This design comes from an exercise in tuning for small area and a short achievable clock period on the open sky130 flow, not from production work.
The RTL was checked by simulation tests, not by an equivalence proof against the original design.
Power is estimated from default activity; no workload was simulated.

[design/flow/design.v]
package spq_pkg;
    localparam int VALUE_W = 32;
    localparam int PRIO_W  = 8;
    localparam int OCC_W   = 5;
    localparam int STAT_W  = 2;
    typedef enum logic {
        KIND_INSERT = 1'b0,
        KIND_REMOVE = 1'b1
    } t_kind;
    typedef enum logic [STAT_W-1:0] {
        ST_DONE  = 2'd0,
        ST_FULL  = 2'd1,
        ST_EMPTY = 2'd2
    } t_status;
    typedef struct packed {
        logic                      kind;
        logic signed [VALUE_W-1:0] item_value;
        logic        [PRIO_W-1:0]  item_priority;
    } t_cmd;
    typedef struct packed {
        logic        [STAT_W-1:0]  status;
        logic signed [VALUE_W-1:0] head_value;
        logic        [PRIO_W-1:0]  head_priority;
        logic        [OCC_W-1:0]   occupancy;
    } t_result;
    typedef struct packed {
        logic signed [VALUE_W-1:0] item_value;
        logic        [PRIO_W-1:0]  item_priority;
    } t_entry;
    typedef struct packed {
        logic ins_en;
        logic rem_en;
    } t_cell_ctl;
endpackage
module spq_cell #(
    parameter int ENTRY_W = 40,
    parameter int PRIO_W  = 8,
    parameter bit INV     = 1'b0
) (
    input  logic               i_clk,
    input  logic               i_en,
    input  logic               i_sel_right,
    input  logic               i_sel_left,
    input  logic               i_sel_new,
    input  logic [ENTRY_W-1:0] i_new_x,
    input  logic [ENTRY_W-1:0] i_left,
    input  logic [ENTRY_W-1:0] i_right,
    output logic [ENTRY_W-1:0] o_entry
);
    logic [ENTRY_W-1:0] r_entry;
    logic [ENTRY_W-1:0] n_entry;
    assign o_entry = r_entry;
    assign n_entry = ~(({ENTRY_W{i_sel_right}} & i_right) |
                       ({ENTRY_W{i_sel_left}}  & i_left)  |
                       ({ENTRY_W{i_sel_new}}   & i_new_x));
    always_ff @(posedge i_clk) begin
        if (i_en) begin
            r_entry <= n_entry;
        end
    end
endmodule
module sorted_priority_queue #(
    parameter int DEPTH = 16
) (
    input  logic        i_clk,
    input  logic        i_rst_n,
    input  logic        start,
    output logic        busy,
    input  logic [40:0] i_cmd,
    output logic        o_strobe,
    output logic [46:0] o_result
);
    localparam int VALUE_W = spq_pkg::VALUE_W;
    localparam int PRIO_W  = spq_pkg::PRIO_W;
    localparam int OCC_W   = spq_pkg::OCC_W;
    localparam int STAT_W  = spq_pkg::STAT_W;
    localparam int ENTRY_W = VALUE_W + PRIO_W;
    localparam int CNT_W   = $clog2(DEPTH + 1);
    localparam logic [STAT_W-1:0] ST_DONE  = 2'd0;
    localparam logic [STAT_W-1:0] ST_FULL  = 2'd1;
    localparam logic [STAT_W-1:0] ST_EMPTY = 2'd2;
    logic [CNT_W-1:0]   r_count;
    logic               r_busy;
    logic               r_strobe;
    logic [STAT_W-1:0]  r_status;
    logic               r_head_en;    
    logic               r_ins_en;
    logic               r_rem_en;
    logic [ENTRY_W-1:0] r_new;
    logic [DEPTH-1:0]   r_occ;
    logic               w_accept;
    logic               w_kind;
    logic               w_full;
    logic               w_empty;
    logic [DEPTH-1:0][ENTRY_W-1:0] w_entry;
    logic [DEPTH-1:0]              w_flag;
    assign busy     = r_busy;
    assign o_strobe = r_strobe;
    assign o_result = {r_status,
                       ~w_entry[0] & {ENTRY_W{r_head_en}},
                       {{(OCC_W-CNT_W){1'b0}}, r_count}};
    assign w_kind   = i_cmd[40];
    assign w_accept = start && !r_busy;
    assign w_full   = (r_count == CNT_W'(DEPTH));
    assign w_empty  = (r_count == '0);
    always_ff @(posedge i_clk) begin
        if (!i_rst_n) begin
            r_count  <= '0;
            r_busy   <= 1'b1;
            r_strobe <= 1'b0;
            r_ins_en <= 1'b0;
            r_rem_en <= 1'b0;
        end else begin
            r_busy   <= 1'b0;
            r_strobe <= w_accept;
            r_ins_en <= w_accept && (w_kind == spq_pkg::KIND_INSERT) && !w_full;
            r_rem_en <= w_accept && (w_kind == spq_pkg::KIND_REMOVE) && !w_empty;
            if (w_accept && (w_kind == spq_pkg::KIND_INSERT) && !w_full) begin
                r_count <= r_count + CNT_W'(1);
            end else if (w_accept && (w_kind == spq_pkg::KIND_REMOVE) && !w_empty) begin
                r_count <= r_count - CNT_W'(1);
            end
        end
    end
    always_ff @(posedge i_clk) begin
        r_new     <= i_cmd[ENTRY_W-1:0];
        r_head_en <= (w_kind == spq_pkg::KIND_REMOVE) && !w_empty;
        if (w_kind == spq_pkg::KIND_INSERT) begin
            r_status <= w_full ? ST_FULL : ST_DONE;
        end else begin
            r_status <= w_empty ? ST_EMPTY : ST_DONE;
        end
    end
    always_ff @(posedge i_clk) begin
        if (!i_rst_n) begin
            r_occ <= '0;
        end else if (r_rem_en) begin
            r_occ <= {1'b0, r_occ[DEPTH-1:1]};
        end else if (r_ins_en) begin
            r_occ <= {r_occ[DEPTH-2:0], 1'b1};
        end
    end
    for (genvar gi = 0; gi < DEPTH; gi++) begin : g_cell
        localparam bit INV = ((gi % 2) == 0);
        logic [ENTRY_W-1:0] w_left;
        logic [ENTRY_W-1:0] w_right;
        logic [ENTRY_W-1:0] w_true;
        logic               w_lflag;
        assign w_true = w_entry[gi] ^ {ENTRY_W{INV}};
        assign w_flag[gi] = !r_occ[gi] ||
                            (w_true[PRIO_W-1:0] < r_new[PRIO_W-1:0]);
        if (gi == 0) begin : g_head
            assign w_left  = '0;
            assign w_lflag = 1'b0;
        end else begin : g_body
            assign w_left  = w_entry[gi-1];
            assign w_lflag = w_flag[gi-1];
        end
        if (gi == DEPTH - 1) begin : g_tail
            assign w_right = '0;
        end else begin : g_inner
            assign w_right = w_entry[gi+1];
        end
        spq_cell #(
            .ENTRY_W (ENTRY_W),
            .PRIO_W  (PRIO_W),
            .INV     (INV)
        ) u_cell (
            .i_clk       (i_clk),
            .i_en        (r_rem_en || (r_ins_en && w_flag[gi])),
            .i_sel_right (r_rem_en),
            .i_sel_left  (r_ins_en && w_lflag),
            .i_sel_new   (r_ins_en && !w_lflag),
            .i_new_x     (INV ? r_new : ~r_new),
            .i_left      (w_left),
            .i_right     (w_right),
            .o_entry     (w_entry[gi])
        );
    end
endmodule
[design/flow/run.sh]
#!/bin/bash
# synth_recipe.tcl (not shown) runs the flow's synth.tcl, then flattens the netlist and writes it again
# the make line also repeats each setting of config.mk as NAME=value (left out here)
make -C /OpenROAD-flow-scripts/flow DESIGN_CONFIG=/design/flow/config.mk WORK_HOME=/design/flow/orfs CLKGATE_MAP_FILE= SYNTH_SCRIPT=/design/flow/synth_recipe.tcl finish
[design/flow/config.mk]
export PLATFORM = sky130hd
export DESIGN_NAME = sorted_priority_queue
export DESIGN_NICKNAME = sorted_priority_queue
export VERILOG_FILES = /design/flow/design.v
export SDC_FILE = /design/flow/constraint.sdc
export NUM_CORES = 4
export LEC_CHECK = 0
export CAP_MARGIN = 20
export CORE_MARGIN = 2
export CORE_UTILIZATION = 40
export SLEW_MARGIN = 20
export SYNTH_HIERARCHICAL = 1
[design/flow/constraint.sdc]
create_clock -name core_clock -period 3.2 [get_ports {i_clk}]
set_input_delay 0.6400 -clock core_clock [delete_from_list [all_inputs] [get_ports {i_clk}]]
set_output_delay 0.6400 -clock core_clock [all_outputs]
set_load 0.01 [all_outputs]
==> results of run 1 <==
==> worst max-delay path: cells and delay by family (launching register included) <==
family | cells | cell delay [ps]
AO/OA/AOI/OAI | 4 | 770
flip-flops | 1 | 330
buffers and inverters | 3 | 560
AND/OR/NAND/NOR | 1 | 810
adder cells (fa/ha/maj) | 1 | 310
==> per-layer routing <==
| metal | track usage [%] | up-vias | wire length [um] |
|---|---|---|---|
| met5 | 0 | - | 0 |
| met3 | 4.17 | 248 | 13400 |
| li1 | - | 10000 | - |
| met2 | 40.0 | 1861 | 49100 |
| met1 | 33.1 | 12000 | 38300 |
| met4 | 11.0 | 0 | 4800 |
==> worst max path at each step <==
stage,startpoint,end,depth (start not counted)
4_1_cts,r_new[6]$_DFF_P_,g_cell[9].u_cell.r_entry[7]$_DFFE_PP_,10
3_3_place_gp,r_new[5]$_DFF_P_,g_cell[9].u_cell.r_entry[5]$_DFFE_PP_,10
3_5_place_dp,r_new[3]$_DFF_P_,g_cell[14].u_cell.r_entry[31]$_DFFE_PP_,8
2_1_floorplan,r_new[5]$_DFF_P_,g_cell[7].u_cell.r_entry[0]$_DFFE_PP_,6
6_report,r_new[5]$_DFF_P_,g_cell[2].u_cell.r_entry[13]$_DFFE_PP_,9
5_1_grt,r_new[1]$_DFF_P_,g_cell[12].u_cell.r_entry[27]$_DFFE_PP_,9
==> metrics by stage <==
step / power (mW) / instances
floorplan: 11.8 / 2214
global placement: 12.6 / 3261
detailed placement: 12.7 / 3261
CTS: 21.3 / 3406
global route: 21.8 / 3409
finish: 21.2 / 3409
==> layout by cell type (no fill, tap or decap), types with 14 or more instances in the layout <==
cell type	synthesis	final
clkbuf_1	12	31
and2_2	0	14
nand2_1	35	35
buf_4	1	63
a211oi_1	17	17
buf_12	0	53
ha_1	115	115
inv_1	108	107
clkdlybuf4s50_1	0	92
nor2_1	34	20
nor2b_1	49	49
a21oi_1	75	75
dfxtp_1	68	65
clkinv_1	0	19
edfxtp_1	640	640
nor2_4	0	14
clkbuf_16	0	82
a222oi_1	640	640
o21ai_0	31	30
conb_1	1	84
==> flip-flops by register name (all words and copies together), names as in the netlist <==
signal / count
r_strobe: 1
r_status: 2
g_cell.u_cell.r_entry: 640
r_rem_en: 1
r_ins_en: 1
r_count: 5
r_head_en: 1
r_new: 40
r_occ: 16
r_busy: 1
==> power by group <==
group	internal, mW	total, mW	leakage, nW	switching, mW
logic	0.735	1.81	4.61	1.08
registers	10.5	10.7	5.66	0.256
clock network	4.92	8.64	1.16	3.72
==> kinds of logic (layout without fill, tap and decap cells) <==
group / Yosys count / in the layout / share of synthesized area [%]
simple gates: 166 / 169 / 2.70
buf+inv: 319 / 461 / 4.46
flops: 708 / 708 / 64.6
fa+ha+maj: 116 / 116 / 4.58
compound gates: 808 / 808 / 23.3
other cells: 1 / 84 / 0.0118
xor+xnor: 5 / 5 / 0.137
mux: 8 / 8 / 0.251
==> area by class of cell <==
class / instances / area [um^2]
clock buffers: 115 / 2200
clock inverters: 30 / 204
fillers: 6784 / 41300
inverters: 108 / 405
multi-input cells: 1190 / 10400
flip-flops and latches: 708 / 20600
well taps: 1050 / 1310
repair buffers: 208 / 2450
==> flow_metrics.env, run 1 <==
export IMPL_status="timing/DRC/antenna clean"
export IMPL_vias=24100
export IMPL_cts_hold_buffers_added=0
export IMPL_p_leak_nw=11.4
export IMPL_cp_required_ps=3530
export IMPL_cp_cell_sequence="inv_1, buf_12, ha_1, a21oi_1, o21ai_0, a22o_1, nor2_4, buf_4, a222oi_1"
export IMPL_h_tree_depth=3
export IMPL_finalWirelength_um=106000
export IMPL_drive_gt1_share_pct=11.3
export IMPL_gp_congestion=0.822
export IMPL_cp_slowest_cell="nor2_4"
export IMPL_power_density_mw_per_mm2=563
export IMPL_synthFlopType="edfxtp_1"
export IMPL_first_iter_violations=6258
export IMPL_worst_path_largest_cell_delay_ps=810
export IMPL_diodes=0
export IMPL_area_delta_synth_final_pct=18.0
export IMPL_final_cell_area_mm2=0.0376
export IMPL_fmax_ghz=0.323
export IMPL_synthCells=2131
export IMPL_wl_per_cell_um=31.0
export IMPL_min_period_ps=3100
export IMPL_critPathCaptureType="flip-flop"
export IMPL_port_buffers=92
export IMPL_start_util_pct=40.4
export IMPL_synth_area_leader_cell="edfxtp_1"
export IMPL_min_from="i_cmd[11]"
export IMPL_grt_max_degree=117
export IMPL_grtUsageTotal_pct=24.8
export IMPL_synth_cell_types=37
export IMPL_worst_slew_pin_slew_ps=1210
export IMPL_setup_tns_ps=0
export IMPL_postCtsSetupBuffers=0
export IMPL_synth_top_area_share_pct=60.3
export IMPL_grt_pass1_wl_um=155000
export IMPL_cp_data_arrival_time_ps=3420
export IMPL_finalCritPeriodShare_pct=96.8
export IMPL_cp_max_fo=23
export IMPL_dpl_cell_area_mm2=0.0352
export IMPL_synth_top_cells_by_area="edfxtp_1 (60%), a222oi_1 (20%), ha_1 (4.5%), dfxtp_1 (4.3%), buf_2 (2.8%)"
export IMPL_clock_skew_ps=26.6
export IMPL_synth_seq_area_share_pct=64.6
export IMPL_final_util_pct=47.7
export IMPL_slew_headroom_pct=19.4
export IMPL_rr_worst_depth=9
export IMPL_first_pass_iters=14
export IMPL_grt_pass1_vias=24100
export IMPL_die_h_um=286
export IMPL_syn_cell_area_mm2=0.0319
export IMPL_clkLatencyLatePin_ps=630
export IMPL_hold_depth=1
export IMPL_design_core_area_mm2=0.0789
export IMPL_ys_ff_latch=708
export IMPL_r2r_slack_ps=100
export IMPL_worstReg2RegEnd="g_cell[2].u_cell.r_entry[13]$_DFFE_PP_"
export IMPL_cts_made_buffers=79
export IMPL_hold_ws_ps=452
export IMPL_route_antenna_remaining_nets=0
export IMPL_vdd_drop_max_mv=0.356
export IMPL_grt_antenna_before_repair=1
export IMPL_synth_warnings=9
export IMPL_ctsRootBufferMaster="clkbuf_16"
export IMPL_cts_tree="done"
export IMPL_r2r_start="r_new[5]$_DFF_P_"
export IMPL_place_ws_ps=117
export IMPL_post_cts_resized=0
export IMPL_cp_start_kind="flip-flop"
export IMPL_clockBufferDepth=3
export IMPL_netlist_top_cells_count="a222oi_1 (640), edfxtp_1 (640), buf_2 (177)"
export IMPL_drc=0
export IMPL_synth_edf_count=640
export IMPL_die_area_mm2=0.0819
export IMPL_final_hold_violation_count=0
export IMPL_clock_sinks=708
export IMPL_ios=93
export IMPL_vias_per_cell=7.07
export IMPL_hp_class="input port to flip-flop"
export IMPL_slew_violations=0
export IMPL_die_x_um=286
export IMPL_rows=103
export IMPL_gr_total_overflow=0
export IMPL_dp_hpwl_um=61500
export IMPL_rsz0062_at_grt="false"
export IMPL_async_flop_share_pct=0
export IMPL_finalSetupViolCount=0
export IMPL_holdPathEnd="r_new[11]$_DFF_P_"
export IMPL_critical_path_class="flip-flop to flip-flop"
export IMPL_path_clk_slew_ps=60
export IMPL_max_cap_violations=0
export IMPL_final_nets=2455
export IMPL_fin_ws_ps=102
export IMPL_postSynthAreaPerCell_um2=15.0
==> run 2, diff against run 1 <==
--- a/design/flow/design.v
+++ b/design/flow/design.v
@@ -87,22 +87,30 @@
     logic               r_ins_en;
     logic               r_rem_en;
     logic [ENTRY_W-1:0] r_new;
+    logic [DEPTH-1:0]   r_flag;       
     logic [DEPTH-1:0]   r_occ;
     logic               w_accept;
     logic               w_kind;
     logic               w_full;
     logic               w_empty;
+    logic [PRIO_W-1:0]  w_in_prio;
+    logic [DEPTH:0]     w_cmp;        
+    logic               w_cmp_new;    
+    logic [DEPTH-1:0]   n_flag;
+    logic [DEPTH-1:0]   w_sel_left;
+    logic [DEPTH-1:0]   w_sel_new;
+    logic [DEPTH-1:0]   w_en;
     logic [DEPTH-1:0][ENTRY_W-1:0] w_entry;
-    logic [DEPTH-1:0]              w_flag;
     assign busy     = r_busy;
     assign o_strobe = r_strobe;
     assign o_result = {r_status,
                        ~w_entry[0] & {ENTRY_W{r_head_en}},
                        {{(OCC_W-CNT_W){1'b0}}, r_count}};
-    assign w_kind   = i_cmd[40];
-    assign w_accept = start && !r_busy;
-    assign w_full   = (r_count == CNT_W'(DEPTH));
-    assign w_empty  = (r_count == '0);
+    assign w_kind    = i_cmd[40];
+    assign w_in_prio = i_cmd[PRIO_W-1:0];
+    assign w_accept  = start && !r_busy;
+    assign w_full    = (r_count == CNT_W'(DEPTH));
+    assign w_empty   = (r_count == '0);
     always_ff @(posedge i_clk) begin
         if (!i_rst_n) begin
             r_count  <= '0;
@@ -124,6 +132,7 @@
     end
     always_ff @(posedge i_clk) begin
         r_new     <= i_cmd[ENTRY_W-1:0];
+        r_flag    <= n_flag;
         r_head_en <= (w_kind == spq_pkg::KIND_REMOVE) && !w_empty;
         if (w_kind == spq_pkg::KIND_INSERT) begin
             r_status <= w_full ? ST_FULL : ST_DONE;
@@ -140,21 +149,37 @@
             r_occ <= {r_occ[DEPTH-2:0], 1'b1};
         end
     end
+    for (genvar gi = 0; gi < DEPTH; gi++) begin : g_ctl
+        if (gi == 0) begin : g_head
+            assign w_sel_left[gi] = 1'b0;
+            assign w_sel_new[gi]  = r_ins_en;
+        end else begin : g_body
+            assign w_sel_left[gi] = r_ins_en && r_flag[gi-1];
+            assign w_sel_new[gi]  = r_ins_en && !r_flag[gi-1];
+        end
+        assign w_en[gi] = r_rem_en || (r_ins_en && r_flag[gi]);
+    end
+    assign w_cmp_new   = (r_new[PRIO_W-1:0] < w_in_prio);
+    assign w_cmp[DEPTH] = 1'b1;
     for (genvar gi = 0; gi < DEPTH; gi++) begin : g_cell
         localparam bit INV = ((gi % 2) == 0);
         logic [ENTRY_W-1:0] w_left;
         logic [ENTRY_W-1:0] w_right;
-        logic [ENTRY_W-1:0] w_true;
-        logic               w_lflag;
-        assign w_true = w_entry[gi] ^ {ENTRY_W{INV}};
-        assign w_flag[gi] = !r_occ[gi] ||
-                            (w_true[PRIO_W-1:0] < r_new[PRIO_W-1:0]);
+        logic [PRIO_W-1:0]  w_prio;
+        assign w_prio     = w_entry[gi][PRIO_W-1:0] ^ {PRIO_W{INV}};
+        assign w_cmp[gi]  = !r_occ[gi] || (w_prio < w_in_prio);
+        if (gi == 0) begin : g_flag_head
+            assign n_flag[gi] = r_rem_en ? w_cmp[gi+1] :
+                                w_en[gi] ? w_cmp_new   : w_cmp[gi];
+        end else begin : g_flag_body
+            assign n_flag[gi] = r_rem_en       ? w_cmp[gi+1] :
+                                w_sel_left[gi] ? w_cmp[gi-1] :
+                                w_en[gi]       ? w_cmp_new   : w_cmp[gi];
+        end
         if (gi == 0) begin : g_head
-            assign w_left  = '0;
-            assign w_lflag = 1'b0;
+            assign w_left = '0;
         end else begin : g_body
-            assign w_left  = w_entry[gi-1];
-            assign w_lflag = w_flag[gi-1];
+            assign w_left = w_entry[gi-1];
         end
         if (gi == DEPTH - 1) begin : g_tail
             assign w_right = '0;
@@ -167,10 +192,10 @@
             .INV     (INV)
         ) u_cell (
             .i_clk       (i_clk),
-            .i_en        (r_rem_en || (r_ins_en && w_flag[gi])),
+            .i_en        (w_en[gi]),
             .i_sel_right (r_rem_en),
-            .i_sel_left  (r_ins_en && w_lflag),
-            .i_sel_new   (r_ins_en && !w_lflag),
+            .i_sel_left  (w_sel_left[gi]),
+            .i_sel_new   (w_sel_new[gi]),
             .i_new_x     (INV ? r_new : ~r_new),
             .i_left      (w_left),
             .i_right     (w_right),
--- a/design/flow/config.mk
+++ b/design/flow/config.mk
@@ -8,5 +8,6 @@
 export CAP_MARGIN = 20
 export CORE_MARGIN = 2
 export CORE_UTILIZATION = 40
+export SETUP_SLACK_MARGIN = 1.3
 export SLEW_MARGIN = 20
 export SYNTH_HIERARCHICAL = 1
==> flow_metrics.env, run 2 <==
export IMPL_ys_ff_latch=724
export IMPL_swShare_pct=24.8
export IMPL_rsz0062_at_grt="true"
export IMPL_r2r_start="r_count[2]$_SDFFE_PN0P_"
export IMPL_cts_tree="done"
export IMPL_cp_data_arrival_time_ps=1820
export IMPL_synth_area_leader_cell="edfxtp_1"
export IMPL_min_period_ps=2460
export IMPL_gr_total_overflow=0
export IMPL_wl_per_cell_um=32.8
export IMPL_num_fill_cells=6932
export IMPL_synth_top_cells_by_area="edfxtp_1 (58%), a222oi_1 (19%), dfxtp_1 (5.1%), ha_1 (4.6%), buf_2 (2.7%)"
export IMPL_critPathCaptureType="output port"
export IMPL_multiInputGateArea_mm2=0.0118
export IMPL_vdd_drop_max_mv=0.479
export IMPL_p_leak_nw=12.8
export IMPL_clock_sinks=724
export IMPL_hold_depth=1
export IMPL_route_antenna_remaining_nets=0
export IMPL_fin_ws_ps=741
export IMPL_r2r_slack_ps=1060
export IMPL_largest_register_ffs=640
export IMPL_slew_violations=0
export IMPL_ctsRootBufferMaster="clkbuf_16"
export IMPL_clkLatencyLatePin_ps=640
export IMPL_setup_tns_ps=0
export IMPL_final_util_pct=49.9
export IMPL_hp_class="input port to flip-flop"
export IMPL_finalWirelength_um=120000
export IMPL_synthFlopType="edfxtp_1"
export IMPL_final_nets=2677
export IMPL_ff_latch_area_mm2=0.0209
export IMPL_ios=93
export IMPL_clockBufferDepth=3
export IMPL_critical_path_class="flip-flop to output port"
export IMPL_first_pass_iters=15
export IMPL_dp_hpwl_um=66100
export IMPL_synth_top_area_share_pct=58.3
export IMPL_finalSetupViolCount=0
export IMPL_grt_pass1_wl_um=173000
export IMPL_fmax_ghz=0.407
export IMPL_slew_headroom_pct=27.3
export IMPL_grt_max_degree=101
export IMPL_final_cell_mix="a222oi_1 (640), edfxtp_1 (640), buf_4 (109), inv_1 (108), ha_1 (105)"
export IMPL_h_tree_depth=3
export IMPL_min_from="i_cmd[3]"
export IMPL_place_ws_ps=89.2
export IMPL_cp_max_fo=6
export IMPL_rows=105
export IMPL_postSynthAreaPerCell_um2=14.6
export IMPL_die_x_um=291
export IMPL_internal_power_mw=17.3
export IMPL_grt_antenna_before_repair=1
export IMPL_grt_pass1_vias=25900
export IMPL_path_clk_slew_ps=70
export IMPL_area_delta_synth_final_pct=24.0
export IMPL_holdPathEnd="r_new[3]$_DFF_P_"
export IMPL_vias=26200
export IMPL_clock_skew_ps=30.2
export IMPL_cts_hold_buffers_added=0
export IMPL_synth_warnings=9
export IMPL_die_h_um=291
export IMPL_rr_worst_depth=9
export IMPL_design_core_area_mm2=0.0818
export IMPL_synth_edf_count=640
export IMPL_netlist_top_cells_count="a222oi_1 (640), edfxtp_1 (640), buf_2 (179)"
export IMPL_pwr_share_comb_pct=11.6
export IMPL_vias_per_cell=7.19
export IMPL_cp_required_ps=2560
export IMPL_worstReg2RegEnd="r_count[4]$_SDFFE_PN0P_"
export IMPL_drc=0
export IMPL_max_cap_violations=0
export IMPL_power_total_mw=23.0
export IMPL_power_density_mw_per_mm2=563
export IMPL_p_seq_share_pct=48.0
export IMPL_die_area_mm2=0.0847
export IMPL_synth_cell_types=56
export IMPL_finalCritPeriodShare_pct=76.9
export IMPL_start_util_pct=40.2
export IMPL_drive_gt1_share_pct=21.6
export IMPL_cts_made_buffers=79
export IMPL_status="timing/DRC/antenna clean"
export IMPL_switchingPower_mw=5.70
export IMPL_final_hold_violation_count=0
export IMPL_synthCells=2258
export IMPL_grtUsageTotal_pct=27.1
export IMPL_regMostFlops="g_cell.u_cell.r_entry"
export IMPL_cp_start_kind="flip-flop"
export IMPL_worst_slew_pin_slew_ps=1090
export IMPL_port_buffers=92
export IMPL_hold_ws_ps=154
export IMPL_p_clk_share_pct=40.4
export IMPL_synth_seq_area_share_pct=63.4
export IMPL_reg_top3="g_cell.u_cell.r_entry x640, r_new x40"
export IMPL_async_flop_share_pct=0
export IMPL_first_iter_violations=6186
export IMPL_gp_congestion=0.863
export IMPL_syn_cell_area_mm2=0.0329
-- run 2: changes by cell type in the layout (fill, tap and decap cells not counted), moves of 20 or more --
cell             change
buf_4               +46
nor2b_4             +52
clkdlybuf4s50_1     -59
nor2b_1             -41
clkinvlp_4          +20
a21oi_1             -29
buf_6               +61
-- run 2: power by group through the flow --
stage	Combinational (mW)	Sequential [mW]	Clock, mW
6_report	2.68	11.0	9.29
5_1_grt	2.81	11.0	9.78
4_1_cts	2.47	11.0	9.41
3_5_place_dp	1.98	11.2	0
3_3_place_gp	1.93	11.2	0
2_1_floorplan	1.19	11.1	0
-- run 2: repair_timing --
item	in CTS	in global routing
cloned	19	2
gates resized for setup	322	116
pin swaps	13	22
endpoints found under the setup margin	1312	297
buffers inserted	65	21
-- run 2: metal layers --
layer / global-route usage [%] / wire (um) / up-vias
met4: 13.8 / 5410 / 2
li1: - / - / 10700
met3: 5.19 / 14200 / 317
met5: 0 / 11 / -
met1: 34.6 / 43300 / 13100
met2: 44.1 / 56500 / 2098
-- run 2: worst max-delay path by stage --
stage	from	to
after detailed placement	i_cmd[7]	r_flag[3]$_DFF_P_
after global routing	r_head_en$_DFF_P_	o_result[27]
after CTS	r_head_en$_DFF_P_	o_result[13]
after floorplan	start	r_count[4]$_SDFFE_PN0P_
final	r_head_en$_DFF_P_	o_result[11]
after global placement	start	r_count[4]$_SDFFE_PN0P_
-- run 2: worst max-delay path: stages (launching register included) --
cell and delay [ps]:
dfxtp_4 350, buf_12 140, buf_12 140, buf_12 120
buf_16 150, nor2b_1 130, buf_2 140
-- run 2: cell families after synthesis --
| logic type | count (synthesis) | share of synthesized area (%) |
|---|---|---|
| AOI/OAI and AO/OA | 815 | 23.0 |
| DFF | 724 | 63.4 |
| buffers and inverters | 345 | 4.66 |
| and+or+nand+nor | 228 | 3.55 |
| adders and majority gates | 123 | 4.69 |
| muxes | 18 | 0.547 |
| xor gates and xnor gates | 4 | 0.106 |
| other | 1 | 0.0114 |
-- run 2: area by class of cell --
cell class                      count  area share [%]
Clock inverter                     38            1.00
Tap cell                         1070            3.28
Inverter                          131            1.38
Timing Repair inverter              2          0.0368
Sequential cell                   724            51.3
Clock buffer                      106            5.37
Antenna cell                        1         0.00613
Multi-Input combinational cell   1276            29.0
Timing Repair Buffer              296            8.70
-- run 2: metrics by stage --
stage / instances / cell area (um^2)
detailed placement: 3392 / 35900
global route: 3643 / 40800
floorplan: 2341 / 33500
finish: 3644 / 40800
global placement: 3392 / 35900
CTS: 3620 / 40100
==> run 3, diff against run 2 <==
--- a/design/flow/design.v
+++ b/design/flow/design.v
@@ -83,7 +83,7 @@
     logic               r_busy;
     logic               r_strobe;
     logic [STAT_W-1:0]  r_status;
-    logic               r_head_en;    
+    logic [ENTRY_W-1:0] r_head;
     logic               r_ins_en;
     logic               r_rem_en;
     logic [ENTRY_W-1:0] r_new;
@@ -92,6 +92,10 @@
     logic               w_accept;
     logic               w_kind;
     logic               w_full;
+    logic               w_ins_acc;
+    logic               w_rem_acc;
+    logic [CNT_W-1:0]   w_cnt_inc;
+    logic [CNT_W-1:0]   w_cnt_dec;
     logic               w_empty;
     logic [PRIO_W-1:0]  w_in_prio;
     logic [DEPTH:0]     w_cmp;        
@@ -101,16 +105,30 @@
     logic [DEPTH-1:0]   w_sel_new;
     logic [DEPTH-1:0]   w_en;
     logic [DEPTH-1:0][ENTRY_W-1:0] w_entry;
+    logic               w_head_en;
+    logic [ENTRY_W-1:0] w_head_next;
     assign busy     = r_busy;
     assign o_strobe = r_strobe;
-    assign o_result = {r_status,
-                       ~w_entry[0] & {ENTRY_W{r_head_en}},
-                       {{(OCC_W-CNT_W){1'b0}}, r_count}};
+    assign o_result = {r_status, r_head, {{(OCC_W-CNT_W){1'b0}}, r_count}};
+    assign w_head_en   = (w_kind == spq_pkg::KIND_REMOVE) && !w_empty;
+    assign w_head_next = r_rem_en                ? w_entry[1] :
+                         (r_ins_en && r_flag[0]) ? r_new      : ~w_entry[0];
     assign w_kind    = i_cmd[40];
     assign w_in_prio = i_cmd[PRIO_W-1:0];
     assign w_accept  = start && !r_busy;
-    assign w_full    = (r_count == CNT_W'(DEPTH));
+    assign w_full    = r_count[CNT_W-1];
     assign w_empty   = (r_count == '0);
+    assign w_ins_acc = w_accept && (w_kind == spq_pkg::KIND_INSERT) && !w_full;
+    assign w_rem_acc = w_accept && (w_kind == spq_pkg::KIND_REMOVE) && !w_empty;
+    for (genvar gc = 0; gc < CNT_W; gc++) begin : g_cnt
+        if (gc == 0) begin : g_lsb
+            assign w_cnt_inc[gc] = !r_count[gc];
+            assign w_cnt_dec[gc] = !r_count[gc];
+        end else begin : g_msb
+            assign w_cnt_inc[gc] = r_count[gc] ^ (&r_count[gc-1:0]);
+            assign w_cnt_dec[gc] = r_count[gc] ^ !(|r_count[gc-1:0]);
+        end
+    end
     always_ff @(posedge i_clk) begin
         if (!i_rst_n) begin
             r_count  <= '0;
@@ -121,19 +139,19 @@
         end else begin
             r_busy   <= 1'b0;
             r_strobe <= w_accept;
-            r_ins_en <= w_accept && (w_kind == spq_pkg::KIND_INSERT) && !w_full;
-            r_rem_en <= w_accept && (w_kind == spq_pkg::KIND_REMOVE) && !w_empty;
-            if (w_accept && (w_kind == spq_pkg::KIND_INSERT) && !w_full) begin
-                r_count <= r_count + CNT_W'(1);
-            end else if (w_accept && (w_kind == spq_pkg::KIND_REMOVE) && !w_empty) begin
-                r_count <= r_count - CNT_W'(1);
+            r_ins_en <= w_ins_acc;
+            r_rem_en <= w_rem_acc;
+            if (w_ins_acc) begin
+                r_count <= w_cnt_inc;
+            end else if (w_rem_acc) begin
+                r_count <= w_cnt_dec;
             end
         end
     end
     always_ff @(posedge i_clk) begin
         r_new     <= i_cmd[ENTRY_W-1:0];
         r_flag    <= n_flag;
-        r_head_en <= (w_kind == spq_pkg::KIND_REMOVE) && !w_empty;
+        r_head    <= w_head_next & {ENTRY_W{w_head_en}};
         if (w_kind == spq_pkg::KIND_INSERT) begin
             r_status <= w_full ? ST_FULL : ST_DONE;
         end else begin
--- a/design/flow/config.mk
+++ b/design/flow/config.mk
@@ -8,6 +8,6 @@
 export CAP_MARGIN = 20
 export CORE_MARGIN = 2
 export CORE_UTILIZATION = 40
-export SETUP_SLACK_MARGIN = 1.3
+export SETUP_SLACK_MARGIN = 1.4
 export SLEW_MARGIN = 20
 export SYNTH_HIERARCHICAL = 1
==> flow_metrics.env, run 3 <==
export IMPL_status="timing/DRC/antenna clean"
export IMPL_die_x_um=296
export IMPL_postSynthAreaPerCell_um2=14.2
export IMPL_power_density_mw_per_mm2=551
export IMPL_synth_cell_types=61
export IMPL_r2r_start="g_cell[1].u_cell.r_entry[1]$_DFFE_PP_"
export IMPL_netlist_top_cells_count="a222oi_1 (640), edfxtp_1 (640), buf_2 (183)"
export IMPL_crit_start="g_cell[1].u_cell.r_entry[1]$_DFFE_PP_"
export IMPL_worst_slew_pin_slew_ps=745
export IMPL_h_tree_depth=3
export IMPL_finalWirelength_um=131000
export IMPL_hold_ws_ps=97.9
export IMPL_reg_top3="g_cell.u_cell.r_entry x640, r_head x40, r_new x40"
export IMPL_dp_hpwl_um=65600
export IMPL_start_util_pct=40.2
export IMPL_dr_wl_met3_um=19000
export IMPL_final_cell_mix="a222oi_1 (640), edfxtp_1 (640), nor2_1 (121), dfxtp_1 (113), ha_1 (105)"
export IMPL_cp_slowest_cell="edfxtp_1"
export IMPL_synth_warnings=9
export IMPL_synth_edf_count=640
export IMPL_finalCritPeriodShare_pct=63.8
export IMPL_setup_tns_ps=0
export IMPL_design_core_area_mm2=0.0850
export IMPL_die_area_mm2=0.0879
export IMPL_cp_max_fo=2
export IMPL_swShare_pct=24.3
export IMPL_synth_area_leader_cell="edfxtp_1"
export IMPL_vias_per_cell=7.21
export IMPL_critPathCaptureType="flip-flop"
export IMPL_rr_worst_depth=7
export IMPL_finalSetupViolCount=0
export IMPL_p_leak_nw=13.5
export IMPL_wl_met2_um=58400
export IMPL_critical_path_class="flip-flop to flip-flop"
export IMPL_cts_hold_buffers_added=0
export IMPL_grt_antenna_before_repair=2
export IMPL_clock_sinks=763
export IMPL_area_delta_synth_final_pct=22.8
export IMPL_p_seq_share_pct=49.2
export IMPL_cp_data_arrival_time_ps=2610
export IMPL_grt_max_degree=140
export IMPL_port_buffers=92
export IMPL_synth_top_cells_by_area="edfxtp_1 (56%), a222oi_1 (19%), dfxtp_1 (7.2%), ha_1 (4.4%), buf_2 (2.7%)"
export IMPL_vias=27900
export IMPL_hp_class="input port to flip-flop"
export IMPL_synthCells=2413
export IMPL_largest_register_ffs=640
export IMPL_slew_headroom_pct=50.3
export IMPL_p_clk_share_pct=42.0
export IMPL_synth_top_area_share_pct=56.2
export IMPL_drc=0
export IMPL_ctsRootBufferMaster="clkbuf_16"
export IMPL_async_flop_share_pct=0
export IMPL_met1_length_um=47000
export IMPL_grt_pass1_wl_um=182000
export IMPL_final_hold_violation_count=0
export IMPL_power_total_mw=23.1
export IMPL_r2r_slack_ps=1160
export IMPL_min_period_ps=2040
export IMPL_switchingPower_mw=5.63
export IMPL_worst_path_largest_cell_delay_ps=460
export IMPL_ios=93
export IMPL_grt_pass1_vias=27100
export IMPL_cts_made_buffers=84
export IMPL_synthFlopType="edfxtp_1"
export IMPL_highest_layer="met5"
export IMPL_path_buf_inv=0
export IMPL_slew_violations=0
export IMPL_first_pass_iters=15
export IMPL_die_h_um=296
export IMPL_dp_cells=3581
export IMPL_gr_total_overflow=0
export IMPL_path_clk_slew_ps=60
export IMPL_clkLatencyLatePin_ps=660
export IMPL_final_cells=3868
export IMPL_num_fill_cells=7105
export IMPL_syn_cell_area_mm2=0.0342
export IMPL_ys_ff_latch=763
export IMPL_crit_path_end="r_flag[2]$_DFF_P_"
export IMPL_cts_tree="done"
export IMPL_regMostFlops="g_cell.u_cell.r_entry"
export IMPL_vdd_drop_max_mv=0.340
export IMPL_final_nets=2818
export IMPL_wl_per_cell_um=34.0
export IMPL_pwr_share_comb_pct=8.8
export IMPL_synth_seq_area_share_pct=63.4
export IMPL_grtUsageTotal_pct=27.9
export IMPL_crit_cells=7
export IMPL_first_iter_violations=7930
export IMPL_clock_skew_ps=31.0
export IMPL_path_delay_family="compound AO/OA/AOI/OAI gates"
export IMPL_max_cap_violations=0
export IMPL_cp_start_kind="flip-flop"
export IMPL_drive_gt1_share_pct=19.2
export IMPL_rsz0062_at_grt="true"
export IMPL_fmax_ghz=0.489
export IMPL_rows=107
export IMPL_clockBufferDepth=3
export IMPL_gp_congestion=0.837
export IMPL_internal_power_mw=17.5
export IMPL_cp_required_ps=3760
export IMPL_route_antenna_remaining_nets=0
export IMPL_cp_cell_sequence="ha_2, nor4_4, o21ai_1, a31o_2, a211o_1, nor2b_4, o311ai_2"
export IMPL_worstReg2RegEnd="r_flag[2]$_DFF_P_"
-- run 3: logic make-up (layout without fill, tap and decap cells) --
family	Yosys count	in the layout	share of synthesized area, %
compound gates	897	898	23.6
flops	763	763	63.4
buf+inv	356	568	4.60
simple gates	258	272	3.45
fa+ha+maj	119	119	4.35
mux	14	14	0.417
xor+xnor	5	5	0.128
other cells	1	85	0.0110
-- run 3: power groups by stage --
stage                     combinational (mW)  sequential [mW]  clock, mW
after global routing                    2.14             11.4       10.2
after global placement                  1.65             11.6          0
after detailed placement                1.68             11.6          0
final                                   2.04             11.4       9.71
after floorplan                        0.963             11.5          0
after CTS                               1.84             11.4       9.81
-- run 3: worst reg2reg max path: cells and delay by family (launching register included) --
family                     cells  cell delay (ps)
adders and majority gates      1              230
and+or+nand+nor                2              390
AOI/OAI and AO/OA              4              860
DFF                            1              460
-- run 3: worst min path at each step --
stage | to | depth (start not counted) | from
floorplan | r_occ[5]$_SDFFE_PN0P_ | 2 | r_occ[6]$_SDFFE_PN0P_
global placement | r_occ[15]$_SDFFE_PP0P_ | 2 | r_occ[15]$_SDFFE_PP0P_
detailed placement | r_occ[15]$_SDFFE_PP0P_ | 2 | r_occ[15]$_SDFFE_PP0P_
CTS | r_new[2]$_DFF_P_ | 1 | i_cmd[2]
global route | r_new[2]$_DFF_P_ | 1 | i_cmd[2]
finish | r_new[2]$_DFF_P_ | 1 | i_cmd[2]
-- run 3: metrics by stage --
step	setup WS, ps	utilization (%)	area [um^2]
finish	1160	49.4	42000
global route	1090	49.4	42000
CTS	1160	48.0	40800
detailed placement	54.2	43.5	37000
global placement	71.8	43.5	37000
floorplan	779	-	34700
-- run 3: final cells by class --
cell class                 instances  area, um^2  share of cell area, %
sequential                       763       21700                   51.7
multi-input combinational       1392       12200                   29.1
inverter                         122         527                   1.25
antenna                            1        2.50                0.00596
clock buffer                     117        2380                   5.66
timing repair buffer             292        3380                   8.04
tap                             1144        1430                   3.41
clock inverter                    37         353                  0.840
-- run 3: repair_timing --
action / CTS / global route
resized for setup: 374 / 100
setup endpoints to repair: 1378 / 926
cloned: 16 / 19
pin swaps: 53 / 45
buffers inserted: 57 / 40
-- run 3: routing by layer --
metal  GRT usage [%]  up-vias
met3            5.88      394
li1                -    11200
met1            37.5    13700
met4            13.1        4
met2            43.1     2541
met5           0.388        -
==> run 4, diff against run 3 <==
--- a/design/flow/design.v
+++ b/design/flow/design.v
@@ -83,7 +83,7 @@
     logic               r_busy;
     logic               r_strobe;
     logic [STAT_W-1:0]  r_status;
-    logic [ENTRY_W-1:0] r_head;
+    logic [3:0]         r_head_off;
     logic               r_ins_en;
     logic               r_rem_en;
     logic [ENTRY_W-1:0] r_new;
@@ -105,14 +105,13 @@
     logic [DEPTH-1:0]   w_sel_new;
     logic [DEPTH-1:0]   w_en;
     logic [DEPTH-1:0][ENTRY_W-1:0] w_entry;
-    logic               w_head_en;
-    logic [ENTRY_W-1:0] w_head_next;
+    logic [ENTRY_W-1:0] w_head;
     assign busy     = r_busy;
     assign o_strobe = r_strobe;
-    assign o_result = {r_status, r_head, {{(OCC_W-CNT_W){1'b0}}, r_count}};
-    assign w_head_en   = (w_kind == spq_pkg::KIND_REMOVE) && !w_empty;
-    assign w_head_next = r_rem_en                ? w_entry[1] :
-                         (r_ins_en && r_flag[0]) ? r_new      : ~w_entry[0];
+    for (genvar gb = 0; gb < ENTRY_W; gb++) begin : g_head_out
+        assign w_head[gb] = ~(w_entry[0][gb] | r_head_off[gb / 10]);
+    end
+    assign o_result = {r_status, w_head, {{(OCC_W-CNT_W){1'b0}}, r_count}};
     assign w_kind    = i_cmd[40];
     assign w_in_prio = i_cmd[PRIO_W-1:0];
     assign w_accept  = start && !r_busy;
@@ -151,7 +150,10 @@
     always_ff @(posedge i_clk) begin
         r_new     <= i_cmd[ENTRY_W-1:0];
         r_flag    <= n_flag;
-        r_head    <= w_head_next & {ENTRY_W{w_head_en}};
+        r_head_off[0] <= !((w_kind == spq_pkg::KIND_REMOVE) && !w_empty);
+        r_head_off[1] <= !w_rem_acc;
+        r_head_off[2] <= !(start && (w_kind == spq_pkg::KIND_REMOVE) && !w_empty);
+        r_head_off[3] <= !(i_rst_n && (w_kind == spq_pkg::KIND_REMOVE) && !w_empty);
         if (w_kind == spq_pkg::KIND_INSERT) begin
             r_status <= w_full ? ST_FULL : ST_DONE;
         end else begin
==> flow_metrics.env, run 4 <==
export IMPL_final_hold_violation_count=0
export IMPL_clkLatencyLatePin_ps=650
export IMPL_fmax_ghz=0.480
export IMPL_postSynthAreaPerCell_um2=14.5
export IMPL_setup_tns_ps=0
export IMPL_port_buffers=92
export IMPL_final_nets=2726
export IMPL_cp_data_arrival_time_ps=1440
export IMPL_finalSetupViolCount=0
export IMPL_largest_register_ffs=640
export IMPL_cts_made_buffers=79
export IMPL_critical_path_class="flip-flop to output port"
export IMPL_clockBufferDepth=3
export IMPL_route_antenna_remaining_nets=0
export IMPL_critPathCaptureType="output port"
export IMPL_rows=105
export IMPL_finalCritPeriodShare_pct=65.1
export IMPL_synth_top_family_by_area="compound AO/OA/AOI/OAI gates"
export IMPL_die_area_mm2=0.0844
export IMPL_hp_class="input port to flip-flop"
export IMPL_status="timing/DRC/antenna clean"
export IMPL_grt_pass1_vias=26500
export IMPL_ios=93
export IMPL_power_total_mw=21.6
export IMPL_p_leak_nw=13.1
export IMPL_gp_congestion=0.936
export IMPL_synth_fa_ha_area_share_pct=4.53
export IMPL_cp_cell_sequence="buf_12, nor2_4, buf_6"
export IMPL_cts_tree="done"
export IMPL_design_core_area_mm2=0.0817
export IMPL_start_util_pct=40.2
export IMPL_power_density_mw_per_mm2=523
export IMPL_final_cell_mix="a222oi_1 (640), edfxtp_1 (640), buf_4 (145), inv_1 (104), ha_1 (99)"
export IMPL_synth_top_area_share_pct=58.5
export IMPL_synthMuxAreaShare_pct=0.369
export IMPL_synth_compound_area_share_pct=23.2
export IMPL_synth_xor_area_share_pct=0.0533
export IMPL_synth_warnings=9
export IMPL_path_delay_family="flip-flops"
export IMPL_path_buf_inv=2
export IMPL_worst_path_largest_cell_delay_ps=380
export IMPL_finalWirelength_um=125000
export IMPL_min_period_ps=2080
export IMPL_fin_ws_ps=1120
export IMPL_gr_total_overflow=0
export IMPL_synth_area_leader_cell="edfxtp_1"
export IMPL_h_tree_depth=3
export IMPL_die_x_um=291
export IMPL_clock_sinks=727
export IMPL_cp_start_kind="flip-flop"
export IMPL_slew_headroom_pct=41.5
export IMPL_synth_edf_count=640
export IMPL_wl_per_cell_um=33.8
export IMPL_area_delta_synth_final_pct=25.6
export IMPL_grt_max_degree=97
export IMPL_cp_slowest_cell="dfxtp_4"
export IMPL_worst_slew_pin_slew_ps=876
export IMPL_cp_max_fo=6
export IMPL_syn_cell_area_mm2=0.0328
export IMPL_netlist_top_cells_count="a222oi_1 (640), edfxtp_1 (640), buf_2 (180)"
export IMPL_vias=26600
export IMPL_grt_antenna_before_repair=2
export IMPL_max_cap_violations=0
export IMPL_first_iter_violations=7044
export IMPL_vdd_drop_max_mv=0.371
export IMPL_clock_skew_ps=19.8
export IMPL_synth_top_cells_by_area="edfxtp_1 (59%), a222oi_1 (20%), dfxtp_1 (5.3%), ha_1 (4.5%), buf_2 (2.7%)"
export IMPL_async_flop_share_pct=0
export IMPL_place_ws_ps=121
export IMPL_grtUsageTotal_pct=28.4
export IMPL_dpl_cell_area_mm2=0.0359
export IMPL_final_cell_area_mm2=0.0413
export IMPL_synth_seq_area_share_pct=63.8
export IMPL_reg_top3="g_cell.u_cell.r_entry x640, r_new x40"
export IMPL_num_fill_cells=6769
export IMPL_path_clk_slew_ps=60
export IMPL_synthCells=2265
export IMPL_regMostFlops="g_cell.u_cell.r_entry"
export IMPL_ys_ff_latch=727
export IMPL_vias_per_cell=7.20
export IMPL_ctsRootBufferMaster="clkbuf_16"
export IMPL_slew_violations=0
export IMPL_dp_hpwl_um=71200
export IMPL_synth_cell_types=58
export IMPL_synthSimpleGateAreaFrac_pct=3.28
export IMPL_first_pass_iters=15
export IMPL_cts_hold_buffers_added=0
export IMPL_rsz0062_at_grt="true"
export IMPL_cp_required_ps=2560
export IMPL_drive_gt1_share_pct=23.8
export IMPL_synthFlopType="edfxtp_1"
export IMPL_die_h_um=291
export IMPL_grt_pass1_wl_um=180000
export IMPL_drc=0
run 4: layout make-up:
class	count	area, um^2	share of cell area [%]
antenna	1	2.50	0.00607
multi-input combinational	1279	11800	28.7
tap	1070	1340	3.24
clock inverter	53	626	1.52
clock buffer	91	2030	4.93
timing repair buffer	343	3850	9.33
inverter	133	579	1.40
sequential	727	21000	50.9
run 4: kinds of logic (layout without fill, tap and decap cells):
kind of cell / after synthesis / after routing
compound gates: 819 / 819
xor+xnor: 2 / 2
fa+ha+maj: 119 / 119
buf+inv: 350 / 620
flops: 727 / 727
mux: 12 / 12
other cells: 1 / 85
simple gates: 235 / 243
run 4: what timing repair did:
action                     4_1_cts  5_1_grt
setup endpoints to repair     1335      479
setup buffers                  116       29
cloned                          14        3
pin swaps                       55       55
resized for setup              424       96
hold endpoints to repair         0        0
run 4: where the power goes:
part	internal, mW	leakage [nW]	total, mW	switching, mW
combinational	0.552	5.89	1.43	0.879
sequential	10.5	5.93	10.7	0.193
clock	5.43	1.28	9.47	4.04
run 4: routing by layer:
layer	part of all wire (%)	up-vias	track usage, %
li1	-	10800	-
met1	36	13100	37.9
met2	45	2399	43.7
met3	14	366	6.40
met4	5.2	0	14.0
met5	0	-	0
run 4: final timing paths:
| check | cells past startpoint | endpoint | startpoint | slack, ps |
|---|---|---|---|---|
| max | 3 | o_result[13] | r_head_off[0]$_DFF_P_ | 1120 |
| min | 1 | r_new[3]$_DFF_P_ | i_cmd[3] | 100 |
| max reg2reg | 7 | r_flag[4]$_DFF_P_ | g_cell[4].u_cell.r_entry[6]$_DFFE_PP_ | 1330 |
| min reg2reg | 2 | r_ins_en$_SDFF_PN0_ | r_count[4]$_SDFFE_PN0P_ | 540 |
run 4: through the flow:
step,hold WS [ps],std cells,utilization [%]
floorplan,466,2348,-
global placement,505,3390,44.0
detailed placement,512,3390,44.0
CTS,116,3664,49.7
global route,86.6,3696,50.5
finish,104,3697,50.5
run 4: worst register-to-register path: stages (launching register included):
cell      delay [ps]
edfxtp_1         400
inv_2             70
ha_4             270
nand2_4           50
nor4_4           270
a22oi_2           90
mux2_4           280
a221o_1          320
==> run 5, diff against run 4 <==
--- a/design/flow/design.v
+++ b/design/flow/design.v
@@ -35,7 +35,9 @@
 module spq_cell #(
     parameter int ENTRY_W = 40,
     parameter int PRIO_W  = 8,
-    parameter bit INV     = 1'b0
+    parameter bit INV       = 1'b0,
+    parameter bit HAS_LEFT  = 1'b1,
+    parameter bit HAS_RIGHT = 1'b1
 ) (
     input  logic               i_clk,
     input  logic               i_en,
@@ -50,9 +52,9 @@
     logic [ENTRY_W-1:0] r_entry;
     logic [ENTRY_W-1:0] n_entry;
     assign o_entry = r_entry;
-    assign n_entry = ~(({ENTRY_W{i_sel_right}} & i_right) |
-                       ({ENTRY_W{i_sel_left}}  & i_left)  |
-                       ({ENTRY_W{i_sel_new}}   & i_new_x));
+    assign n_entry = ~(({ENTRY_W{i_sel_right && HAS_RIGHT}} & i_right) |
+                       ({ENTRY_W{i_sel_left && HAS_LEFT}}   & i_left)  |
+                       ({ENTRY_W{i_sel_new}}                & i_new_x));
     always_ff @(posedge i_clk) begin
         if (i_en) begin
             r_entry <= n_entry;
@@ -209,7 +211,9 @@
         spq_cell #(
             .ENTRY_W (ENTRY_W),
             .PRIO_W  (PRIO_W),
-            .INV     (INV)
+            .INV       (INV),
+            .HAS_LEFT  (gi != 0),
+            .HAS_RIGHT (gi != DEPTH - 1)
         ) u_cell (
             .i_clk       (i_clk),
             .i_en        (w_en[gi]),
==> flow_metrics.env, run 5 <==
export IMPL_worstReg2RegEnd="g_cell[2].u_cell.r_entry[11]$_DFFE_PP_"
export IMPL_rsz0062_at_grt="true"
export IMPL_cp_start_kind="flip-flop"
export IMPL_hold_depth=1
export IMPL_start_util_pct=40.5
export IMPL_path_clk_slew_ps=60
export IMPL_synthCells=2256
export IMPL_wl_per_cell_um=34.7
export IMPL_final_hold_violation_count=0
export IMPL_dp_hpwl_um=65300
export IMPL_dp_cells=3282
export IMPL_gp_congestion=0.904
export IMPL_clkLatencyLatePin_ps=650
export IMPL_cp_max_fo=5
export IMPL_r2r_slack_ps=1290
export IMPL_dpl_cell_area_mm2=0.0352
export IMPL_grt_antenna_before_repair=4
export IMPL_finalSetupViolCount=0
export IMPL_ctsRootBufferMaster="clkbuf_16"
export IMPL_min_from="i_cmd[5]"
export IMPL_grt_max_degree=144
export IMPL_postSynthAreaPerCell_um2=14.5
export IMPL_first_pass_iters=17
export IMPL_largest_register_ffs=640
export IMPL_cts_tree="done"
export IMPL_status="timing/DRC/antenna clean"
export IMPL_clock_sinks=727
export IMPL_first_iter_violations=6612
export IMPL_worst_slew_pin_slew_ps=925
export IMPL_final_nets=2637
export IMPL_die_h_um=290
export IMPL_h_tree_depth=3
export IMPL_drive_gt1_share_pct=25.3
export IMPL_hold_ws_ps=126
export IMPL_grt_pass1_vias=25400
export IMPL_synth_warnings=11
export IMPL_fin_ws_ps=1050
export IMPL_route_antenna_remaining_nets=0
export IMPL_final_util_pct=51.1
export IMPL_final_cell_mix="edfxtp_1 (640), a222oi_1 (560), buf_4 (120), inv_1 (108), ha_1 (96)"
export IMPL_vias_per_cell=7.24
export IMPL_min_period_ps=2150
export IMPL_port_buffers=92
export IMPL_slew_violations=0
export IMPL_power_total_mw=21.8
export IMPL_max_cap_violations=0
export IMPL_place_ws_ps=203
export IMPL_finalWirelength_um=125000
export IMPL_design_core_area_mm2=0.0807
export IMPL_power_density_mw_per_mm2=529
export IMPL_drc=0
export IMPL_final_cells=3603
export IMPL_critPathCaptureType="output port"
export IMPL_area_delta_synth_final_pct=26.3
export IMPL_gr_total_overflow=0
export IMPL_holdPathEnd="r_new[5]$_DFF_P_"
export IMPL_die_x_um=290
export IMPL_syn_cell_area_mm2=0.0327
export IMPL_clockBufferDepth=3
export IMPL_reg_top3="g_cell.u_cell.r_entry x640, r_new x40"
export IMPL_fmax_ghz=0.465
export IMPL_rr_worst_depth=8
export IMPL_die_area_mm2=0.0840
export IMPL_grtUsageTotal_pct=28.0
export IMPL_cp_required_ps=2560
export IMPL_hp_class="input port to flip-flop"
export IMPL_critical_path_class="flip-flop to output port"
export IMPL_vias=26100
export IMPL_rows=104
export IMPL_num_fill_cells=6643
export IMPL_cp_data_arrival_time_ps=1510
export IMPL_cts_made_buffers=80
export IMPL_ios=93
export IMPL_setup_tns_ps=0
export IMPL_clock_skew_ps=31.1
export IMPL_slew_headroom_pct=38.3
export IMPL_p_leak_nw=12.8
export IMPL_finalCritPeriodShare_pct=67.1
export IMPL_vdd_drop_max_mv=0.366
export IMPL_final_common_cell="edfxtp_1"
export IMPL_r2r_start="r_ins_en$_SDFF_PN0_"
export IMPL_regMostFlops="g_cell.u_cell.r_entry"
export IMPL_grt_pass1_wl_um=174000
export IMPL_final_cell_area_mm2=0.0413
==> run 5: worst max-delay path by stage <==
stage	start	end	slack [ps]
floorplan	i_cmd[5]	r_flag[4]$_DFF_P_	940
global placement	i_cmd[6]	r_flag[4]$_DFF_P_	250
detailed placement	i_cmd[7]	r_flag[4]$_DFF_P_	200
CTS	r_head_off[0]$_DFF_P_	o_result[14]	1040
global route	r_head_off[1]$_DFF_P_	o_result[23]	1020
finish	r_head_off[1]$_DFF_P_	o_result[24]	1050
==> run 5: layout make-up <==
type,instances,area [um^2],share of cell area [%]
diodes,1,2.50,0.00606
clock buffers,104,2210,5.37
clock inverters,46,531,1.29
inverters,133,587,1.42
multi-input cells,1191,11300,27.5
flip-flops and latches,727,21000,50.9
well taps,1060,1330,3.21
repair buffers,341,4250,10.3
==> run 5: what timing repair did <==
action / in CTS / in global routing
setup buffers: 94 / 45
resized for setup: 384 / 199
endpoints found under the setup margin: 1299 / 415
cloned: 17 / 14
hold buffers: 0 / 0
pin swaps: 68 / 75
==> run 5: report_power, final <==
group          total (mW)  internal (mW)  switching (mW)
Clock                9.78           5.73            4.05
Combinational        1.39          0.550           0.841
Sequential           10.7           10.5           0.199
Total                21.8           16.7            5.09
==> run 5: critical path, stage by stage, from the launching register on <==
cell     delay, ps
dfxtp_4        380
buf_12         150
nor2_4         190
buf_6          140
==> run 5: layer usage <==
| metal | global-route usage [%] | wire length, um |
|---|---|---|
| met2 | 44.2 | 57000 |
| met3 | 5.68 | 17200 |
| met5 | 0 | 0 |
| met4 | 12.5 | 6030 |
| met1 | 37.4 | 44900 |
==> run 6, diff against run 5 <==
--- a/design/flow/design.v
+++ b/design/flow/design.v
@@ -85,7 +85,7 @@
     logic               r_busy;
     logic               r_strobe;
     logic [STAT_W-1:0]  r_status;
-    logic [3:0]         r_head_off;
+    logic [ENTRY_W-1:0] r_head;
     logic               r_ins_en;
     logic               r_rem_en;
     logic [ENTRY_W-1:0] r_new;
@@ -107,13 +107,14 @@
     logic [DEPTH-1:0]   w_sel_new;
     logic [DEPTH-1:0]   w_en;
     logic [DEPTH-1:0][ENTRY_W-1:0] w_entry;
-    logic [ENTRY_W-1:0] w_head;
+    logic               w_head_en;
+    logic [ENTRY_W-1:0] w_head_next;
     assign busy     = r_busy;
     assign o_strobe = r_strobe;
-    for (genvar gb = 0; gb < ENTRY_W; gb++) begin : g_head_out
-        assign w_head[gb] = ~(w_entry[0][gb] | r_head_off[gb / 10]);
-    end
-    assign o_result = {r_status, w_head, {{(OCC_W-CNT_W){1'b0}}, r_count}};
+    assign o_result = {r_status, r_head, {{(OCC_W-CNT_W){1'b0}}, r_count}};
+    assign w_head_en   = (w_kind == spq_pkg::KIND_REMOVE) && !w_empty;
+    assign w_head_next = r_rem_en                ? w_entry[1] :
+                         (r_ins_en && r_flag[0]) ? r_new      : ~w_entry[0];
     assign w_kind    = i_cmd[40];
     assign w_in_prio = i_cmd[PRIO_W-1:0];
     assign w_accept  = start && !r_busy;
@@ -152,10 +153,7 @@
     always_ff @(posedge i_clk) begin
         r_new     <= i_cmd[ENTRY_W-1:0];
         r_flag    <= n_flag;
-        r_head_off[0] <= !((w_kind == spq_pkg::KIND_REMOVE) && !w_empty);
-        r_head_off[1] <= !w_rem_acc;
-        r_head_off[2] <= !(start && (w_kind == spq_pkg::KIND_REMOVE) && !w_empty);
-        r_head_off[3] <= !(i_rst_n && (w_kind == spq_pkg::KIND_REMOVE) && !w_empty);
+        r_head    <= w_head_next & {ENTRY_W{w_head_en}};
         if (w_kind == spq_pkg::KIND_INSERT) begin
             r_status <= w_full ? ST_FULL : ST_DONE;
         end else begin
@@ -190,13 +188,17 @@
         logic [PRIO_W-1:0]  w_prio;
         assign w_prio     = w_entry[gi][PRIO_W-1:0] ^ {PRIO_W{INV}};
         assign w_cmp[gi]  = !r_occ[gi] || (w_prio < w_in_prio);
+        logic w_keep;
+        assign w_keep = !w_en[gi];
         if (gi == 0) begin : g_flag_head
-            assign n_flag[gi] = r_rem_en ? w_cmp[gi+1] :
-                                w_en[gi] ? w_cmp_new   : w_cmp[gi];
+            assign n_flag[gi] = (r_rem_en      && w_cmp[gi+1]) ||
+                                (w_sel_new[gi] && r_flag[gi] && w_cmp_new) ||
+                                (w_keep        && w_cmp[gi]);
         end else begin : g_flag_body
-            assign n_flag[gi] = r_rem_en       ? w_cmp[gi+1] :
-                                w_sel_left[gi] ? w_cmp[gi-1] :
-                                w_en[gi]       ? w_cmp_new   : w_cmp[gi];
+            assign n_flag[gi] = (r_rem_en       && w_cmp[gi+1]) ||
+                                (w_sel_left[gi] && w_cmp[gi-1]) ||
+                                (w_sel_new[gi] && r_flag[gi] && w_cmp_new) ||
+                                (w_keep         && w_cmp[gi]);
         end
         if (gi == 0) begin : g_head
             assign w_left = '0;
==> flow_metrics.env, run 6 <==
export IMPL_status="timing/DRC/antenna clean"
export IMPL_finalWirelength_um=121000
export IMPL_hp_class="input port to flip-flop"
export IMPL_rows=106
export IMPL_grt_max_degree=131
export IMPL_postSynthAreaPerCell_um2=14.2
export IMPL_grt_antenna_before_repair=3
export IMPL_cp_slowest_cell="dfxtp_2"
export IMPL_power_total_mw=22.8
export IMPL_synth_warnings=11
export IMPL_drive_gt1_share_pct=19.8
export IMPL_final_hold_violation_count=0
export IMPL_vias=26700
export IMPL_ctsRootBufferMaster="clkbuf_16"
export IMPL_cts_tree="done"
export IMPL_power_density_mw_per_mm2=560
export IMPL_first_pass_iters=17
export IMPL_grtUsageTotal_pct=26.5
export IMPL_cp_max_fo=8
export IMPL_grt_pass1_vias=26200
export IMPL_final_cell_mix="edfxtp_1 (640), a222oi_1 (561), nor2_1 (132), dfxtp_1 (111), ha_1 (107)"
export IMPL_clkLatencyLatePin_ps=650
export IMPL_route_antenna_remaining_nets=0
export IMPL_area_delta_synth_final_pct=20.0
export IMPL_grt_pass1_wl_um=173000
export IMPL_diodes=0
export IMPL_path_clk_slew_ps=60
export IMPL_syn_cell_area_mm2=0.0340
export IMPL_synthCells=2387
export IMPL_die_area_mm2=0.0872
export IMPL_die_h_um=295
export IMPL_path_delay_family="simple AND/OR/NAND/NOR gates"
export IMPL_p_leak_nw=12.6
export IMPL_cp_required_ps=3720
export IMPL_gr_total_overflow=0
export IMPL_final_common_cell="edfxtp_1"
export IMPL_start_util_pct=40.5
export IMPL_ios=93
export IMPL_dp_hpwl_um=67700
export IMPL_finalCritPeriodShare_pct=63.3
export IMPL_swShare_pct=24.4
export IMPL_p_seq_share_pct=50.1
export IMPL_slew_headroom_pct=37.0
export IMPL_pwr_share_comb_pct=8.8
export IMPL_first_iter_violations=6949
export IMPL_cts_made_buffers=83
export IMPL_slew_violations=0
export IMPL_highest_layer="met5"
export IMPL_largest_register_ffs=640
export IMPL_critPathCaptureType="flip-flop"
export IMPL_max_cap_violations=0
export IMPL_cp_data_arrival_time_ps=2540
export IMPL_h_tree_depth=3
export IMPL_dr_wl_met3_um=17000
export IMPL_drc=0
export IMPL_clock_skew_ps=21.6
export IMPL_cp_cell_sequence="buf_6, ha_4, o21a_1, nor2_2, nor4_4, a2111oi_4, buf_6, buf_12, and3_4, a211o_1"
export IMPL_min_period_ps=2030
export IMPL_clock_sinks=763
export IMPL_p_clk_share_pct=41.1
export IMPL_reg_top3="g_cell.u_cell.r_entry x640, r_head x40, r_new x40"
export IMPL_path_buf_inv=3
export IMPL_final_nets=2696
export IMPL_wl_met2_um=53300
export IMPL_cp_start_kind="flip-flop"
export IMPL_rsz0062_at_grt="true"
export IMPL_die_x_um=295
export IMPL_hold_ws_ps=144
export IMPL_setup_tns_ps=0
export IMPL_vdd_drop_max_mv=0.401
export IMPL_critical_path_class="flip-flop to flip-flop"
export IMPL_wl_per_cell_um=32.5
export IMPL_clockBufferDepth=3
export IMPL_vias_per_cell=7.15
export IMPL_fmax_ghz=0.493
export IMPL_met1_length_um=44800
export IMPL_finalSetupViolCount=0
export IMPL_regMostFlops="g_cell.u_cell.r_entry"
export IMPL_switchingPower_mw=5.58
export IMPL_gp_congestion=0.874
export IMPL_worst_path_largest_cell_delay_ps=320
export IMPL_design_core_area_mm2=0.0838
export IMPL_internal_power_mw=17.2
export IMPL_worst_slew_pin_slew_ps=944
export IMPL_port_buffers=92
export IMPL_path_common_cell="buf_6"
==> run 6: area by class of cell <==
type	count	area, um^2
clock buffer	101	2210
clock inverter	51	412
inverter	120	519
timing repair buffer	280	2980
tap	1134	1420
sequential	763	21700
multi-input combinational	1285	11500
fill	7242	43100
==> run 6: metrics by stage <==
step / utilization [%] / setup WS (ps) / cell area (um^2) / cells
finish: 48.6 / 1170 / 40700 / 3734
global route: 48.6 / 1110 / 40700 / 3734
CTS: 47.8 / 1140 / 40000 / 3704
detailed placement: 43.6 / 84.8 / 36600 / 3487
global placement: 43.6 / 115 / 36600 / 3487
floorplan: - / 806 / 34200 / 2387
==> run 6: path summary, 6_finish.rpt <==
kind,start,end,slack [ps],cells past startpoint
min,i_cmd[1],r_new[1]$_DFF_P_,140,1
max,r_new[3]$_DFF_P_,r_flag[10]$_DFF_P_,1170,10
max reg2reg,r_new[3]$_DFF_P_,r_flag[10]$_DFF_P_,1170,10
min reg2reg,r_count[4]$_SDFFE_PN0P_,r_ins_en$_SDFF_PN0_,470,1
==> run 6: power by group through the flow <==
stage / Combinational [mW] / Sequential, mW / Clock, mW
5_1_grt: 2.11 / 11.4 / 9.88
6_report: 2.00 / 11.4 / 9.38
3_3_place_gp: 1.71 / 11.6 / 0
4_1_cts: 1.87 / 11.4 / 9.48
2_1_floorplan: 1.01 / 11.5 / 0
3_5_place_dp: 1.75 / 11.6 / 0
==> run 6: worst reg2reg max path: stages, from the launching register on <==
cell       delay (ps)
dfxtp_2           320
buf_6             110
ha_4              240
o21a_1            120
nor2_2             50
nor4_4            310
a2111oi_4          60
buf_6             150
buf_12            150
and3_4            180
a211o_1           220
==> run 6: per-layer routing <==
layer,global-route usage (%),up-vias
li1,-,10900
met4,12.4,10
met1,36.4,13200
met2,40.4,2289
met5,0,-
met3,5.53,352
==> run 6: repair_timing <==
item,4_1_cts,5_1_grt
endpoints found under the setup margin,1335,193
pin swaps,27,39
gates cloned,9,4
setup buffers,56,26
hold buffers,0,0
resized for setup,311,100

-- port drivers added, routing unchanged --
The flow's constraints put no driver on any port. The routed layouts listed below were extracted and timed again, unchanged, in two steps. Step 1: set_driving_cell puts a clkbuf_16 on i_clk and a buf_2 on each other input, an assumption about the parent block. Step 2 times the ports against the registers' clock, not the clock port: input delays grow and output delays shrink by t, the midpoint of the rising clock arrivals with the driver on. a / b / c = ideal ports / drivers / drivers and shift; a / b = the first two.
run	shift t [ns]	setup WS [ns]	worst setup path at the end	worst data-port slew with drivers (ns)
run 1	0.681	0.102 / 0.102 / 0.102	register to register	0.05
run 2	0.688	0.741 / 0.677 / 0.443	input to register	0.07
run 3	0.705	1.157 / 1.157 / 0.520	input to register	0.06
run 4	0.703	1.116 / 1.053 / 0.645	input to register	0.06
run 5	0.700	1.051 / 0.986 / 0.699	input to register	0.06
run 6	0.698	1.173 / 1.173 / 0.548	input to register	0.07
After both steps setup and hold are still met in every run listed. For run 3, which loses most, drivers alone change the setup slack by 0.000 ns; drivers and shift together by -0.637 ns.
